This is an optimization exercise on Yosys and OpenROAD, whose aim is small area, not a production implementation. Function was checked by simulation only, so behaviour that the tests miss may differ from the original. Power and IR drop assume default switching activity.

nickel:
==> flow/design.v <==
module ps_accumulator #(
  parameter int unsigned ARRWIDTH  = 8,
  parameter int unsigned WORDWIDTH = 8,
  parameter int unsigned DEPTH     = 16,
  localparam int unsigned ACCW     = 4 * WORDWIDTH,
  localparam int unsigned VW       = ACCW * ARRWIDTH,
  localparam int unsigned RW       = $clog2(DEPTH)
) (
  input  logic          clk,
  input  logic          reset_n,
  input  logic          clear_i,
  input  logic          in_valid_i,
  output logic          in_ready_o,
  input  logic          in_first_i,
  input  logic          in_last_i,
  input  logic [VW-1:0] ps_in_vec_i,
  output logic          out_valid_o,
  input  logic          out_ready_i,
  output logic [VW-1:0] out_vec_o,
  output logic [RW-1:0] out_row_o,
  output logic [15:0]   tiles_done_o
);
  logic [DEPTH*VW-1:0] acc_q;
  logic [DEPTH-1:0]    used_q, used_d, rd_oh_q, rd_oh_d, rd_sel_q;
  logic [RW-1:0]       wr_ptr_q, wr_ptr_d;
  logic                in_ready_q, in_ready_d, out_valid_q, out_valid_d;
  logic [VW-1:0]       head_vec_q;
  logic [RW-1:0]       head_row_q, tail_row_q, tail_row_d;
  logic [15:0]         tiles_q;
  logic                accept, push, pop, head_load;
  logic [RW-1:0]       rd_ptr, rd_ptr_d;
  logic [VW-1:0]       rd_vec, add_a, sum_vec;
  function automatic logic [ACCW-1:0] bk_add(input logic [ACCW-1:0] a, input logic [ACCW-1:0] b);
    logic [ACCW-1:0] p, g, gg, pp;
    p  = a ^ b;
    g  = a & b;
    gg = g;
    pp = p;
    for (int k = 1; k < int'(ACCW); k = k * 2)
      for (int i = 2*k - 1; i < int'(ACCW); i = i + 2*k) begin
        gg[i] = gg[i] | (pp[i] & gg[i-k]);
        pp[i] = pp[i] & pp[i-k];
      end
    for (int k = int'(ACCW) / 4; k >= 1; k = k / 2)
      for (int i = 3*k - 1; i < int'(ACCW); i = i + 2*k) begin
        gg[i] = gg[i] | (pp[i] & gg[i-k]);
        pp[i] = pp[i] & pp[i-k];
      end
    bk_add = p ^ {gg[ACCW-2:0], 1'b0};
  endfunction
  always_comb begin
    accept    = in_valid_i && in_ready_q;
    push      = accept && in_last_i;
    pop       = out_valid_q && out_ready_i;
    head_load = (push && (!out_valid_q || out_ready_i)) || (pop && !in_ready_q);
    rd_ptr    = in_ready_q ? wr_ptr_q : tail_row_q;
    rd_vec    = '0;
    for (int r = 0; r < int'(DEPTH); r++)
      rd_vec = rd_vec | (acc_q[r*VW +: VW] & {VW{rd_sel_q[r]}});
    add_a  = ps_in_vec_i & {VW{in_ready_q}};
    rd_vec = rd_vec & {VW{!(in_ready_q && in_first_i)}};
    for (int l = 0; l < int'(ARRWIDTH); l++)
      sum_vec[l*ACCW +: ACCW] = bk_add(add_a[l*ACCW +: ACCW], rd_vec[l*ACCW +: ACCW]);
  end
  always_comb begin
    wr_ptr_d    = wr_ptr_q;
    in_ready_d  = in_ready_q;
    out_valid_d = out_valid_q;
    tail_row_d  = tail_row_q;
    used_d      = used_q;
    if (clear_i) begin
      wr_ptr_d    = '0;
      in_ready_d  = 1'b1;
      out_valid_d = 1'b0;
    end else begin
      if (accept) begin
        wr_ptr_d = wr_ptr_q + 1'b1;
        used_d   = used_q | rd_oh_q;
      end
      if (push && !pop) begin
        in_ready_d  = !out_valid_q;
        out_valid_d = 1'b1;
      end else if (pop && !push) begin
        in_ready_d  = 1'b1;
        out_valid_d = !in_ready_q;
      end
      if (push && out_valid_q && !out_ready_i) tail_row_d = wr_ptr_q;
    end
    rd_ptr_d = in_ready_d ? wr_ptr_d : tail_row_d;
    for (int r = 0; r < int'(DEPTH); r++) rd_oh_d[r] = (rd_ptr_d == RW'(r));
  end
  for (genvar r = 0; r < int'(DEPTH); r++) begin : g_row
    always_ff @(posedge clk) begin
      if (!clear_i && accept && rd_oh_q[r]) acc_q[r*VW +: VW] <= sum_vec;
    end
  end
  always_ff @(posedge clk) begin
    if (!clear_i && head_load) begin
      head_vec_q <= sum_vec;
      head_row_q <= rd_ptr;
    end
    tail_row_q <= tail_row_d;
  end
  always_ff @(posedge clk or negedge reset_n) begin
    if (!reset_n) begin
      used_q      <= '0;
      rd_oh_q     <= DEPTH'(1);
      rd_sel_q    <= '0;
      wr_ptr_q    <= '0;
      in_ready_q  <= 1'b1;
      out_valid_q <= 1'b0;
      tiles_q     <= '0;
    end else begin
      rd_oh_q     <= rd_oh_d;
      rd_sel_q    <= rd_oh_d & used_d;
      used_q      <= used_d;
      wr_ptr_q    <= wr_ptr_d;
      in_ready_q  <= in_ready_d;
      out_valid_q <= out_valid_d;
      if (clear_i) begin
        tiles_q <= '0;
      end else begin
        if (push && wr_ptr_q == RW'(DEPTH - 1)) tiles_q <= tiles_q + 16'd1;
      end
    end
  end
  assign in_ready_o   = in_ready_q;
  assign out_valid_o  = out_valid_q;
  assign out_vec_o    = head_vec_q;
  assign out_row_o    = head_row_q;
  assign tiles_done_o = tiles_q;
endmodule
clock: 6.0 ns
lec_check: 0
cap_margin: 20
core_margin: 2
core_utilization: 55
place_density: 0.65
slew_margin: 20
standard.sh (not shown) runs the stock make flow with config.mk's settings and CLKGATE_MAP_FILE= SYNTH_SCRIPT=/design/flow/synth_recipe.tcl, a recipe that flattens the netlist after the stock synthesis.
==> flow/flow/run.sh <==
#!/bin/bash
# Standard ORFS layout, except: clock tree with small leaf clock buffers in
# tight clusters, strong root and trunk buffers and no dummy loads;
# minimum-size port buffers; and power recovery (gate downsizing) after global
# routing, followed by slew/capacitance repair (flow/post_grt.tcl).
# make's output goes to flow_make.log here; each ORFS step's full log is in
# orfs/logs/.
set -euo pipefail
cd "$(dirname "$0")/.."
bash standard.sh \
  "CTS_ARGS=-sink_clustering_enable -repair_clock_nets -dont_use_dummy_load -sink_buffer_max_cap_derate 1.0 -sink_clustering_size 9 -sink_clustering_max_diameter 45 -buf_list {sky130_fd_sc_hd__clkbuf_4} -root_buf sky130_fd_sc_hd__clkbuf_16 -tree_buf sky130_fd_sc_hd__clkbuf_8" \
  "BUFFER_PORTS_ARGS=-buffer_cell sky130_fd_sc_hd__buf_1" \
  "RECOVER_POWER=100" \
  "POST_GLOBAL_ROUTE_TCL=$PWD/flow/post_grt.tcl" \
  finish > flow_make.log 2>&1
==> flow/flow/post_grt.tcl <==
# After ORFS's power recovery (which downsizes gates off the critical paths),
# repair any slew or capacitance the downsizing broke, re-legalise, and update
# the global routes and guides for the nets that changed.
log_cmd global_route -start_incremental
repair_design_helper
log_cmd detailed_placement
log_cmd global_route -end_incremental
log_cmd estimate_parasitics -global_routing
repair_timing_helper -setup
log_cmd global_route -start_incremental
log_cmd detailed_placement
log_cmd global_route -end_incremental
log_cmd estimate_parasitics -global_routing
report_check_types -max_slew -max_capacitance -violators
report_wns
report_tns
write_guides $::env(RESULTS_DIR)/route.guide
nickel has completed all stages; timing, DRC and antenna checks passed.
The following lists how willow was set up differently from nickel:
- an added GPL_TIMING_DRIVEN of 0
-- flow/flow/run.sh --
<<< nickel, line 11
  "CTS_ARGS=-sink_clustering_enable -repair_clock_nets -dont_use_dummy_load -sink_buffer_max_cap_derate 1.0 -sink_clustering_size 9 -sink_clustering_max_diameter 45 -buf_list {sky130_fd_sc_hd__clkbuf_4} -root_buf sky130_fd_sc_hd__clkbuf_16 -tree_buf sky130_fd_sc_hd__clkbuf_8" \
>>> willow, line 11
  "CTS_ARGS=-sink_clustering_enable -repair_clock_nets -dont_use_dummy_load -sink_buffer_max_cap_derate 1.0 -sink_clustering_size 8 -sink_clustering_max_diameter 40 -buf_list {sky130_fd_sc_hd__clkbuf_4} -root_buf sky130_fd_sc_hd__clkbuf_16 -tree_buf sky130_fd_sc_hd__clkbuf_8" \
willow -> stages 100% | layout checks FAIL | negative setup slack. Note that the combinational-cell power consumption recorded for nickel amounts to 0.822 times the value seen in willow. Looking at final total power, willow sits 4.7% above nickel. rd_sel_q[12] as the source of the critical timing path was reported by willow, and rd_sel_q[13] by nickel. Lower relative slew slack among willow and nickel: willow. Comparing nickel against willow, there is no change at all in total clock sinks. On willow: clock skew is 13 ps higher than what nickel gave. For nickel, the cell type of the slowest stage on the worst timing path was dfrtp_1, unlike willow, where it was fa_1. From nickel to willow the numbers moved as follows: transition time at the pin with the least slew margin now sits higher; area of placed instances now sits higher; HPWL reported at the end of detailed placement now sits higher; post-route clock period utilization now sits higher. The run showing the greater clock network power consumption is willow.
Input changes introduced in tundra (baseline for comparison: willow):
- GPL_TIMING_DRIVEN no longer set, was 0
-- flow/flow/run.sh --
<<< willow, line 3
# tight clusters, strong root and trunk buffers and no dummy loads;
# minimum-size port buffers; and power recovery (gate downsizing) after global
# routing, followed by slew/capacitance repair (flow/post_grt.tcl).
# make's output goes to flow_make.log here; each ORFS step's full log is in
# orfs/logs/.
>>> tundra, line 3
# tight clusters, strong root and trunk buffers and no dummy loads, and
# minimum-size port buffers. make's output goes to flow_make.log here; each
# ORFS step's full log is in orfs/logs/.
<<< willow, line 13
  "RECOVER_POWER=100" \
  "POST_GLOBAL_ROUTE_TCL=$PWD/flow/post_grt.tcl" \
>>> tundra, line 11
removed: flow/flow/post_grt.tcl
Summary across tundra and willow: the single failing run is willow. Although it ran to completion, willow produced a layout that fails the final checks because of negative setup slack. On wire length of the first global-routing pass, willow loses to tundra. tundra vs. willow: static power due to leakage shows a reduction of 0.0015 uW, wire length shrank by 150 mm. When tundra is set beside willow, its total power turns out to be 2000 uW smaller. Summary of tundra over willow: number of vias in the routed layout went down; share of flip-flops with an asynchronous set or reset after synthesis now sits at about the same level; final-layout clock-cell area share held; logic gate share of total power now sits lower. The clock power in tundra was lower than what willow gave.
Changes in ember relative to tundra:
- SETUP_SLACK_MARGIN newly set to 0.15
- SLEW_MARGIN changed from 20 to 10
- CAP_MARGIN changed from 20 to 10
==> flow/flow/run.sh <==
#!/bin/bash
# Standard ORFS layout, except: clock tree with small leaf clock buffers in
# tight clusters, strong root and trunk buffers and no dummy loads;
# minimum-size port buffers; and power recovery (gate downsizing) after global
# routing, followed by slew/capacitance repair (flow/post_grt.tcl).
# make's output goes to flow_make.log here; each ORFS step's full log is in
# orfs/logs/.
set -euo pipefail
cd "$(dirname "$0")/.."
bash standard.sh \
  "CTS_ARGS=-sink_clustering_enable -repair_clock_nets -dont_use_dummy_load -sink_buffer_max_cap_derate 1.0 -sink_clustering_size 9 -sink_clustering_max_diameter 45 -buf_list {sky130_fd_sc_hd__clkbuf_4} -root_buf sky130_fd_sc_hd__clkbuf_16 -tree_buf sky130_fd_sc_hd__clkbuf_8" \
  "BUFFER_PORTS_ARGS=-buffer_cell sky130_fd_sc_hd__buf_1" \
  "RECOVER_POWER=100" \
  "POST_GLOBAL_ROUTE_TCL=$PWD/flow/post_grt.tcl" \
  finish > flow_make.log 2>&1
==> flow/flow/post_grt.tcl (new file) <==
# After ORFS's power recovery (which downsizes gates off the critical paths),
# repair any slew or capacitance the downsizing broke, re-legalise, and update
# the global routes and guides for the nets that changed.
log_cmd global_route -start_incremental
repair_design_helper
log_cmd detailed_placement
log_cmd global_route -end_incremental
log_cmd estimate_parasitics -global_routing
repair_timing_helper -setup
log_cmd global_route -start_incremental
log_cmd detailed_placement
log_cmd global_route -end_incremental
log_cmd estimate_parasitics -global_routing
report_check_types -max_slew -max_capacitance -violators
report_wns
report_tns
write_guides $::env(RESULTS_DIR)/route.guide
==> summary.txt <==
- Delta (ember minus tundra): core utilization now smaller; final design instance area without fill now sits lower; number of clock-tree buffers in the layout saw a decrease; area used by sequential logic in the layout did not really move; fmax increased 3.9 MHz.

==> port drivers added, routing unchanged <==
No port has a modelled driver above. Below, the same layouts with a new extraction and two added sets of constraints.
Step 1 sets driving cells, clkbuf_16 on the clock port and buf_2 on the other inputs (assumed; they add their load-dependent delay and slew).
Step 2 moves the port delays by t, midway between the first and last clock arrival at a register: inputs arrive t later, outputs are due t later. That takes back most of the time a late clock gives input paths.
Three values: no drivers, after step 1, after step 2; two values: the first two.
run	t (ns)	setup WS [ns]	worst hold slack (ns)	worst setup path at the end	slew at the worst register clock pin (ns)
nickel	1.175	0.142 / 0.142 / -0.436	0.092 / 0.005 / 0.456	input to register	0.11 / 0.11
willow	1.219	-0.175 / -0.175 / -1.021	0.441 / 0.348 / 0.457	input to register	0.11 / 0.11
tundra	1.143	0.131 / 0.131 / -0.458	0.052 / -0.024 / 0.448	input to register	0.10 / 0.10
ember	1.136	0.264 / 0.264 / -0.199	0.097 / 0.018 / 0.460	input to register	0.11 / 0.11
With both steps, setup timing fails in nickel, tundra and ember, where it was met with ideal ports. For willow, which loses most, drivers alone change the setup slack by 0.000 ns; drivers and shift together by -0.846 ns.
